Source: an optimization exercise on an open RTL-to-GDS flow (aim: small area and a short achievable clock period). Production flows keep margins and buffers that such runs may drop.
Where RTL was checked, it was by simulation tests only, not by an equivalence proof against the original.
Power is estimated from default activity; no workload was simulated.

==> flow/design.v (excerpt) <==
module trace_monitor #(
    parameter int XLEN          = 32,
    parameter int DELTA_WIDTH   = 16,
    parameter int WFI_HOLD      = 8,
    parameter int FIFO_DEPTH    = 8,
    parameter bit WRITE_ON_EDGE = 1'b1
) (
    input  wire logic clk,
    input  wire logic rst_n,
    input  wire logic [XLEN-1:0] pc,
    input  wire logic [31:0] instr,
    input  wire logic en,
    input  wire logic [3:0] ctrl_addr,
    input  wire logic [XLEN-1:0] ctrl_wdata,
    input  wire logic ctrl_write_enable,
    input  wire logic m_tready,
    output logic      m_tvalid,
    output logic [32+DELTA_WIDTH+XLEN-1:0] m_tdata,
    output logic      m_tlast,
    output logic      overflow
);
Size in the first run: roughly 2400 cells after synthesis, about 190 I/O pins, about 34000 µm² of cells after synthesis.
Settings: LEC_CHECK=0, CAP_MARGIN=20, CORE_MARGIN=2, CORE_UTILIZATION=65, CTS_CLUSTER_DIAMETER=100, CTS_CLUSTER_SIZE=30, PLACE_DENSITY=0.75, SETUP_SLACK_MARGIN=2.9, SLEW_MARGIN=20, TNS_END_PERCENT=60; clock period 5.0 ns.
standard.sh (not shown) runs the stock make flow with config.mk's settings and CLKGATE_MAP_FILE= SYNTH_SCRIPT=/design/flow/synth_recipe.tcl, a recipe that flattens the netlist after the stock synthesis.
==> flow/flow/run.sh <==
#!/bin/bash
# Layout flow: the standard ORFS flow (standard.sh, which also runs the
# standard synthesis unchanged), with one change: the port buffers that
# buffer_ports inserts are plain buf_1 cells instead of the delay buffer it
# picks by default. The timing repair steps may still resize them.
set -euo pipefail
export BUFFER_PORTS_ARGS="-buffer_cell sky130_fd_sc_hd__buf_1"
bash standard.sh > standard.log 2>&1
The baseline completed with no timing, DRC or antenna violations.
Change:
TNS_END_PERCENT = 30   (was 60)
After rerunning:
- hold slack barely changes
- global-route usage fell by 0.33 points
- setup slack got worse by 31 ps
- fmax goes down by 1.3%
- cell area went down by 3.1%
- count of clock-buffer cells in the layout shrinks by 2
- routed wire length goes down by 7.9%
- power went down by 0.69%
- via count decreases by 4.1%
- sequential power barely changes
No run of this note included a check of the RTL's function; only the layout flow was run.

---

trace_monitor, a different RTL version from the one above (not shown whole).
Size in the first run: about 2,400 cells after synthesis, ~190 I/O pins, about 34,000 um2 of cells after synthesis.
==> flow/config.mk <==
export PLATFORM = sky130hd
export DESIGN_NAME = trace_monitor
export DESIGN_NICKNAME = trace_monitor
export VERILOG_FILES = /design/flow/design.v
export SDC_FILE = /design/flow/constraint.sdc
export NUM_CORES = 4
export LEC_CHECK = 0
export CAP_MARGIN = 20
export CORE_MARGIN = 2
export CORE_UTILIZATION = 65
export PLACE_DENSITY = 0.75
export SETUP_SLACK_MARGIN = 2.9
export SLEW_MARGIN = 20
export TNS_END_PERCENT = 5
==> flow/constraint.sdc <==
create_clock -name core_clock -period 5.0 [get_ports {clk}]
set_input_delay 1.0000 -clock core_clock [delete_from_list [all_inputs] [get_ports {clk}]]
set_output_delay 1.0000 -clock core_clock [all_outputs]
set_load 0.01 [all_outputs]
run.sh (not shown) runs the stock make flow with config.mk's settings and CLKGATE_MAP_FILE= SYNTH_SCRIPT=/design/flow/synth_recipe.tcl, a recipe that flattens the netlist after the stock synthesis.
Stock flow here: none of the scripts above is used.
Then changed:
Settings changed: CORE_UTILIZATION 65 to 40, PLACE_DENSITY 0.75 to not set.
After rerunning: The new run produced a clean layout. Fmax drops by 3.2%. Core utilization shrinks by 30 points. Cell count goes up by 13%. Clock-buffer cell count went up by 7. Worst hold slack is about the same.

---

Setup of build 79:
The RTL this note starts from:
==> flow/design.v <==
`default_nettype none
package trace_monitor_pkg;
    typedef enum logic [3:0] {
        TRIG_START_EN   = 4'h0,
        TRIG_END_EN     = 4'h1,
        TRIG_START_ADDR = 4'h2,
        TRIG_END_ADDR   = 4'h3,
        RANGE_LO_EN     = 4'h4,
        RANGE_HI_EN     = 4'h5,
        RANGE_LO        = 4'h6,
        RANGE_HI        = 4'h7
    } ctrl_addr_t;
    localparam int INSTR_WIDTH = 32;
    localparam logic [INSTR_WIDTH-1:0] WFI_INSTRUCTION = 32'h1050_0073;
endpackage
`default_nettype wire
`timescale 1ns/1ns
`default_nettype none
module trace_monitor #(
    parameter int XLEN          = 32,
    parameter int DELTA_WIDTH   = 16,
    parameter int WFI_HOLD      = 8,
    parameter int FIFO_DEPTH    = 8,
    parameter bit WRITE_ON_EDGE = 1'b1
) (
    input  wire logic clk,
    input  wire logic rst_n,
    input  wire logic [XLEN-1:0] pc,
    input  wire logic [31:0] instr,
    input  wire logic en,
    input  wire logic [3:0] ctrl_addr,
    input  wire logic [XLEN-1:0] ctrl_wdata,
    input  wire logic ctrl_write_enable,
    input  wire logic m_tready,
    output logic      m_tvalid,
    output logic [32+DELTA_WIDTH+XLEN-1:0] m_tdata,
    output logic      m_tlast,
    output logic      overflow
);
    localparam int REC_W   = 32 + DELTA_WIDTH + XLEN;
    localparam int MEM_N   = FIFO_DEPTH - 1;           
    localparam int WCNT_W  = $clog2(WFI_HOLD + 1);
    localparam logic [31:0] WFI = trace_monitor_pkg::WFI_INSTRUCTION;
    function automatic logic [1:0] ucmp(input logic [XLEN-1:0] a, input logic [XLEN-1:0] b);
        logic [XLEN-1:0] g, l;
        g = a & ~b;
        l = ~a & b;
        for (int s = 1; s < XLEN; s = s * 2) begin
            for (int i = 0; i + s < XLEN; i = i + 2 * s) begin
                g[i] = g[i+s] | (~l[i+s] & g[i]);
                l[i] = l[i+s] | (~g[i+s] & l[i]);
            end
        end
        ucmp = {g[0], l[0]};
    endfunction
    logic            we_q;
    logic            wr;
    logic            start_en, end_en, lo_en, hi_en;
    logic [XLEN-1:0] start_addr, end_addr, lo_bound, hi_bound;
    logic            start_en_n, end_en_n, lo_en_n, hi_en_n;
    logic [XLEN-1:0] start_addr_n, end_addr_n, lo_bound_n, hi_bound_n;
    logic            wr_lo, wr_hi;
    assign wr    = WRITE_ON_EDGE ? (ctrl_write_enable & ~we_q) : ctrl_write_enable;
    assign wr_lo = wr && (ctrl_addr == trace_monitor_pkg::RANGE_LO);
    assign wr_hi = wr && (ctrl_addr == trace_monitor_pkg::RANGE_HI);
    always_comb begin
        start_en_n   = start_en;
        end_en_n     = end_en;
        start_addr_n = start_addr;
        end_addr_n   = end_addr;
        lo_en_n      = lo_en;
        hi_en_n      = hi_en;
        lo_bound_n   = lo_bound;
        hi_bound_n   = hi_bound;
        if (!rst_n) begin
            start_en_n   = 1'b0;
            end_en_n     = 1'b0;
            start_addr_n = '0;
            end_addr_n   = '1;
            lo_en_n      = 1'b0;
            hi_en_n      = 1'b0;
            lo_bound_n   = '0;
            hi_bound_n   = '1;
        end else if (wr) begin
            case (ctrl_addr)
                trace_monitor_pkg::TRIG_START_EN:   start_en_n   = ctrl_wdata[0];
                trace_monitor_pkg::TRIG_END_EN:     end_en_n     = ctrl_wdata[0];
                trace_monitor_pkg::TRIG_START_ADDR: start_addr_n = ctrl_wdata;
                trace_monitor_pkg::TRIG_END_ADDR:   end_addr_n   = ctrl_wdata;
                trace_monitor_pkg::RANGE_LO_EN:     lo_en_n      = ctrl_wdata[0];
                trace_monitor_pkg::RANGE_HI_EN:     hi_en_n      = ctrl_wdata[0];
                trace_monitor_pkg::RANGE_LO:        lo_bound_n   = ctrl_wdata;
                trace_monitor_pkg::RANGE_HI:        hi_bound_n   = ctrl_wdata;
                default: ;
            endcase
        end
    end
    always_ff @(posedge clk) begin
        we_q       <= rst_n & ctrl_write_enable;
        start_en   <= start_en_n;
        end_en     <= end_en_n;
        start_addr <= start_addr_n;
        end_addr   <= end_addr_n;
        lo_en      <= lo_en_n;
        hi_en      <= hi_en_n;
        lo_bound   <= lo_bound_n;
        hi_bound   <= hi_bound_n;
    end
    logic [XLEN-1:0] pc_s0;
    logic [31:0]     instr_s0;
    logic            s0_ok;
    logic            hist_ok_n;           
    logic            hist_is_wfi, hist_is_wfi_n;
    assign hist_ok_n     = rst_n && s0_ok;
    assign hist_is_wfi_n = hist_ok_n && (instr_s0 == WFI);
    always_ff @(posedge clk) begin
        pc_s0       <= pc;
        instr_s0    <= instr;
        s0_ok       <= rst_n;
        hist_is_wfi <= hist_is_wfi_n;
    end
    logic [WCNT_W-1:0] wfi_cnt, wfi_cnt_n;
    always_comb begin
        if (!rst_n || !hist_is_wfi)  wfi_cnt_n = '0;
        else if (wfi_cnt < WFI_HOLD) wfi_cnt_n = wfi_cnt + 1'b1;
        else                         wfi_cnt_n = wfi_cnt;
    end
    always_ff @(posedge clk) wfi_cnt <= wfi_cnt_n;
    logic started, ended, started_n, ended_n;
    always_comb begin
        started_n = started;
        ended_n   = ended;
        if (start_en && (pc == start_addr)) begin
            started_n = 1'b1;
            ended_n   = 1'b0;
        end
        if (end_en && (pc == end_addr)) begin
            ended_n   = 1'b1;
            started_n = 1'b0;
        end
        if (!rst_n) begin
            started_n = 1'b0;
            ended_n   = 1'b0;
        end
    end
    always_ff @(posedge clk) begin
        started <= started_n;
        ended   <= ended_n;
    end
    logic [1:0] cmp_lo, cmp_hi, cmp_wd;
    logic       retire_n, trig_n, lo_ok_n, hi_ok_n, write_ok;
    assign cmp_lo = ucmp(pc_s0, lo_bound);
    assign cmp_hi = ucmp(pc_s0, hi_bound);
    assign cmp_wd = ucmp(pc_s0, ctrl_wdata);
    assign retire_n = hist_ok_n && (pc_s0 != '0)
                      && ((pc != pc_s0) || (wfi_cnt_n == WCNT_W'(WFI_HOLD - 1)));
    assign trig_n   = (!start_en_n || started_n) && (!end_en_n || !ended_n);
    assign lo_ok_n  = !lo_en_n || !(wr_lo ? cmp_wd[0] : cmp_lo[0]);
    assign hi_ok_n  = !hi_en_n || !(wr_hi ? cmp_wd[1] : cmp_hi[1]);
    always_ff @(posedge clk) begin
        write_ok <= retire_n && (wfi_cnt_n != WCNT_W'(WFI_HOLD)) && trig_n
                    && lo_ok_n && hi_ok_n;
    end
    logic record_write;
    assign record_write = en && write_ok;
    logic [DELTA_WIDTH-1:0] cycles, cycles_n, cycles_inc, carry;
    assign carry[0] = 1'b1;
    for (genvar i = 1; i < DELTA_WIDTH; i++) begin : g_carry
        assign carry[i] = &cycles[i-1:0];
    end
    assign cycles_inc = cycles ^ carry;
    always_comb begin
        if (!rst_n)              cycles_n = '0;
        else if (record_write)   cycles_n = {{(DELTA_WIDTH-1){1'b0}}, 1'b1};
        else if (cycles != '1)   cycles_n = cycles_inc;
        else                     cycles_n = cycles;
    end
    always_ff @(posedge clk) cycles <= cycles_n;
    logic [REC_W-1:0]  head_q;
    logic              valid_q, tlast_q, ovf_q;
    logic [MEM_N-1:0][REC_W-1:0] slot_d;
    logic [MEM_N-1:0]  slot_l;
    logic [MEM_N-1:0]  wr_oh, rd_oh, wr_oh_n, rd_oh_n;
    logic [MEM_N-1:0]  mtherm, mtherm_n;   
    logic              mnz, mfull;
    logic              head_free, to_mem, from_mem;
    logic [REC_W-1:0]  next_data;
    logic              next_last;
    assign mnz       = mtherm[0];
    assign mfull     = mtherm[MEM_N-1];
    assign head_free = !valid_q || m_tready;
    assign from_mem  = head_free && mnz;
    assign to_mem    = record_write && !mfull && (mnz || !head_free);
    always_comb begin
        wr_oh_n  = wr_oh;
        rd_oh_n  = rd_oh;
        mtherm_n = mtherm;
        if (to_mem)   wr_oh_n = {wr_oh[MEM_N-2:0], wr_oh[MEM_N-1]};
        if (from_mem) rd_oh_n = {rd_oh[MEM_N-2:0], rd_oh[MEM_N-1]};
        if (to_mem) begin
            if (!from_mem) mtherm_n = {mtherm[MEM_N-2:0], 1'b1};
        end else begin
            if (from_mem)  mtherm_n = {1'b0, mtherm[MEM_N-1:1]};
        end
        if (!rst_n) begin
            wr_oh_n  = MEM_N'(1);
            rd_oh_n  = MEM_N'(1);
            mtherm_n = '0;
        end
    end
    always_ff @(posedge clk) begin
        for (int i = 0; i < MEM_N; i++) begin
            if (wr_oh_n[i] && !mtherm_n[MEM_N-1]) begin
                slot_d[i] <= {instr_s0, cycles_n, pc_s0};
                slot_l[i] <= hist_is_wfi_n;
            end
        end
    end
    always_comb begin
        next_data = '0;
        next_last = 1'b0;
        for (int i = 0; i < MEM_N; i++) begin
            next_data = next_data | ({REC_W{rd_oh[i]}} & slot_d[i]);
            next_last = next_last | (rd_oh[i] && slot_l[i]);
        end
    end
    always_ff @(posedge clk) begin
        if (head_free) head_q <= next_data;
    end
    always_ff @(posedge clk) begin
        wr_oh  <= wr_oh_n;
        rd_oh  <= rd_oh_n;
        mtherm <= mtherm_n;
        if (!rst_n) begin
            valid_q <= 1'b0;
            tlast_q <= 1'b0;
            ovf_q   <= 1'b0;
        end else begin
            valid_q <= (valid_q && !m_tready) || mnz || record_write;
            if (head_free) tlast_q <= next_last && (mnz || record_write);
            if (record_write && mfull) ovf_q <= 1'b1;
        end
    end
    assign m_tvalid = valid_q;
    assign m_tdata  = head_q;
    assign m_tlast  = tlast_q;
    assign overflow = ovf_q;
endmodule
`default_nettype wire
export LEC_CHECK = 0
export CAP_MARGIN = 20
export CORE_MARGIN = 2
export CORE_UTILIZATION = 65
export PLACE_DENSITY = 0.75
export SETUP_SLACK_MARGIN = 2.9
export SLEW_MARGIN = 20
export TNS_END_PERCENT = 5
create_clock -name core_clock -period 5.0 [get_ports {clk}]
standard.sh (not shown) runs the stock make flow with config.mk's settings and CLKGATE_MAP_FILE= SYNTH_SCRIPT=/design/flow/synth_recipe.tcl, a recipe that flattens the netlist after the stock synthesis.
Scripts as last shown in full above: flow/flow/run.sh
The following lists how build 90 was set up differently from build 79:
Settings: CTS_CLUSTER_SIZE newly set to 30; CTS_CLUSTER_DIAMETER newly set to 100.
==> flow/run.sh (new file) <==
#!/bin/bash
# synth_recipe.tcl (not shown) runs the flow's synth.tcl, then flattens the netlist and writes it again
# the make line also repeats each setting of config.mk as NAME=value (left out here)
make -C /OpenROAD-flow-scripts/flow DESIGN_CONFIG=/design/flow/config.mk WORK_HOME=/design/flow/orfs CLKGATE_MAP_FILE= SYNTH_SCRIPT=/design/flow/synth_recipe.tcl finish
removed: flow/flow/run.sh
removed: flow/standard.sh
--- outcome ---
- Setup slack: build 90 > build 79
- On power in sequential cells, build 90 tracks build 79 almost exactly.
- Share of total power in combinational logic: higher on build 90
- Build 90 ended up with fewer standard cells than build 79.
- Build 90 vs build 79: non-clock buffer count up by more than 10%
Changes in build 39 relative to build 90:
Settings: TNS_END_PERCENT: 5 -> 100; SETUP_SLACK_MARGIN: 2.9 -> 2.75.
==> flow/flow/run.sh (new file) <==
#!/bin/bash
# Layout flow: the standard ORFS flow (standard.sh, which also runs the
# standard synthesis unchanged), with one change: the port buffers that
# buffer_ports inserts are plain buf_1 cells instead of the delay buffer it
# picks by default. The timing repair steps may still resize them.
set -euo pipefail
export BUFFER_PORTS_ARGS="-buffer_cell sky130_fd_sc_hd__buf_1"
bash standard.sh > standard.log 2>&1
==> flow/standard.sh (new file) <==
#!/bin/bash
# synth_recipe.tcl (not shown) runs the flow's synth.tcl, then flattens the netlist and writes it again
# the make line also repeats each setting of config.mk as NAME=value (left out here)
make -C /OpenROAD-flow-scripts/flow DESIGN_CONFIG=/design/flow/config.mk WORK_HOME=/design/flow/orfs CLKGATE_MAP_FILE= SYNTH_SCRIPT=/design/flow/synth_recipe.tcl "${@:-finish}"
removed: flow/run.sh
--- outcome ---
NOTE: worst hold slack in build 39 exceeds that of build 90. ~same CTS clock-pin slew for the worst setup and hold paths in build 90 and build 39. NOTE post-layout net count build 90->build 39 increased slightly. Re critical path data arrival time: build 90 and build 39 aren't equal, and the higher value belongs to build 39. The number of combinational gates with multiple inputs reported for build 39 is greater than that of build 90 by 5. Min wire length of the first global-routing pass across build 90 and build 39: build 39. Comparing build 39 against build 90, there is no change at all in accumulated negative setup slack. [compare] base=build 90 new=build 39: total power draw closely matched the old numbers; synthesized area closely matched the old numbers.

-- re-timing with driven ports --
How much do the figures lean on ideal ports? The routed layouts below were timed once more, with nothing changed but the port constraints.
Step 1 (the two cells are an assumption about what drives the block):
set clk [get_ports {clk}]
set_driving_cell -lib_cell sky130_fd_sc_hd__clkbuf_16 $clk
set_driving_cell -lib_cell sky130_fd_sc_hd__buf_2 [delete_from_list [all_inputs] $clk]
Step 2 moves the port delays by t, midway between the first and last clock arrival at a register: inputs arrive t later, outputs are due t later. That takes back most of the time a late clock gives input paths.
Three values: ideal ports, drivers, drivers and shift; two values: the first two.
| run | t, ns | setup slack, ns | clock arrival spread, ns | worst data-port slew with drivers (ns) |
|---|---|---|---|---|
| the first run of note 1 | 0.653 | 2.589 / 2.606 / 1.966 | 0.023 / 0.023 | 0.08 |
| the second run of note 1 | 0.651 | 2.558 / 2.587 / 1.938 | 0.038 / 0.038 | 0.07 |
| the first run of note 2 | 0.687 | 2.433 / 2.384 / 1.775 | 0.030 / 0.030 | 0.06 |
| the second run of note 2 | 0.704 | 2.347 / 2.343 / 1.676 | 0.042 / 0.043 | 0.08 |
| build 79 | 0.685 | 2.557 / 2.557 / 1.949 | 0.026 / 0.026 | 0.05 |
| build 90 | 0.647 | 2.654 / 2.615 / 1.967 | 0.017 / 0.017 | 0.23 |
| build 39 | 0.655 | 2.588 / 2.621 / 1.967 | 0.026 / 0.025 | 0.05 |
After both steps setup and hold are still met in every run listed. The setup slack of build 90, which loses most, moves by -0.039 ns with the drivers and by -0.687 ns with both steps.
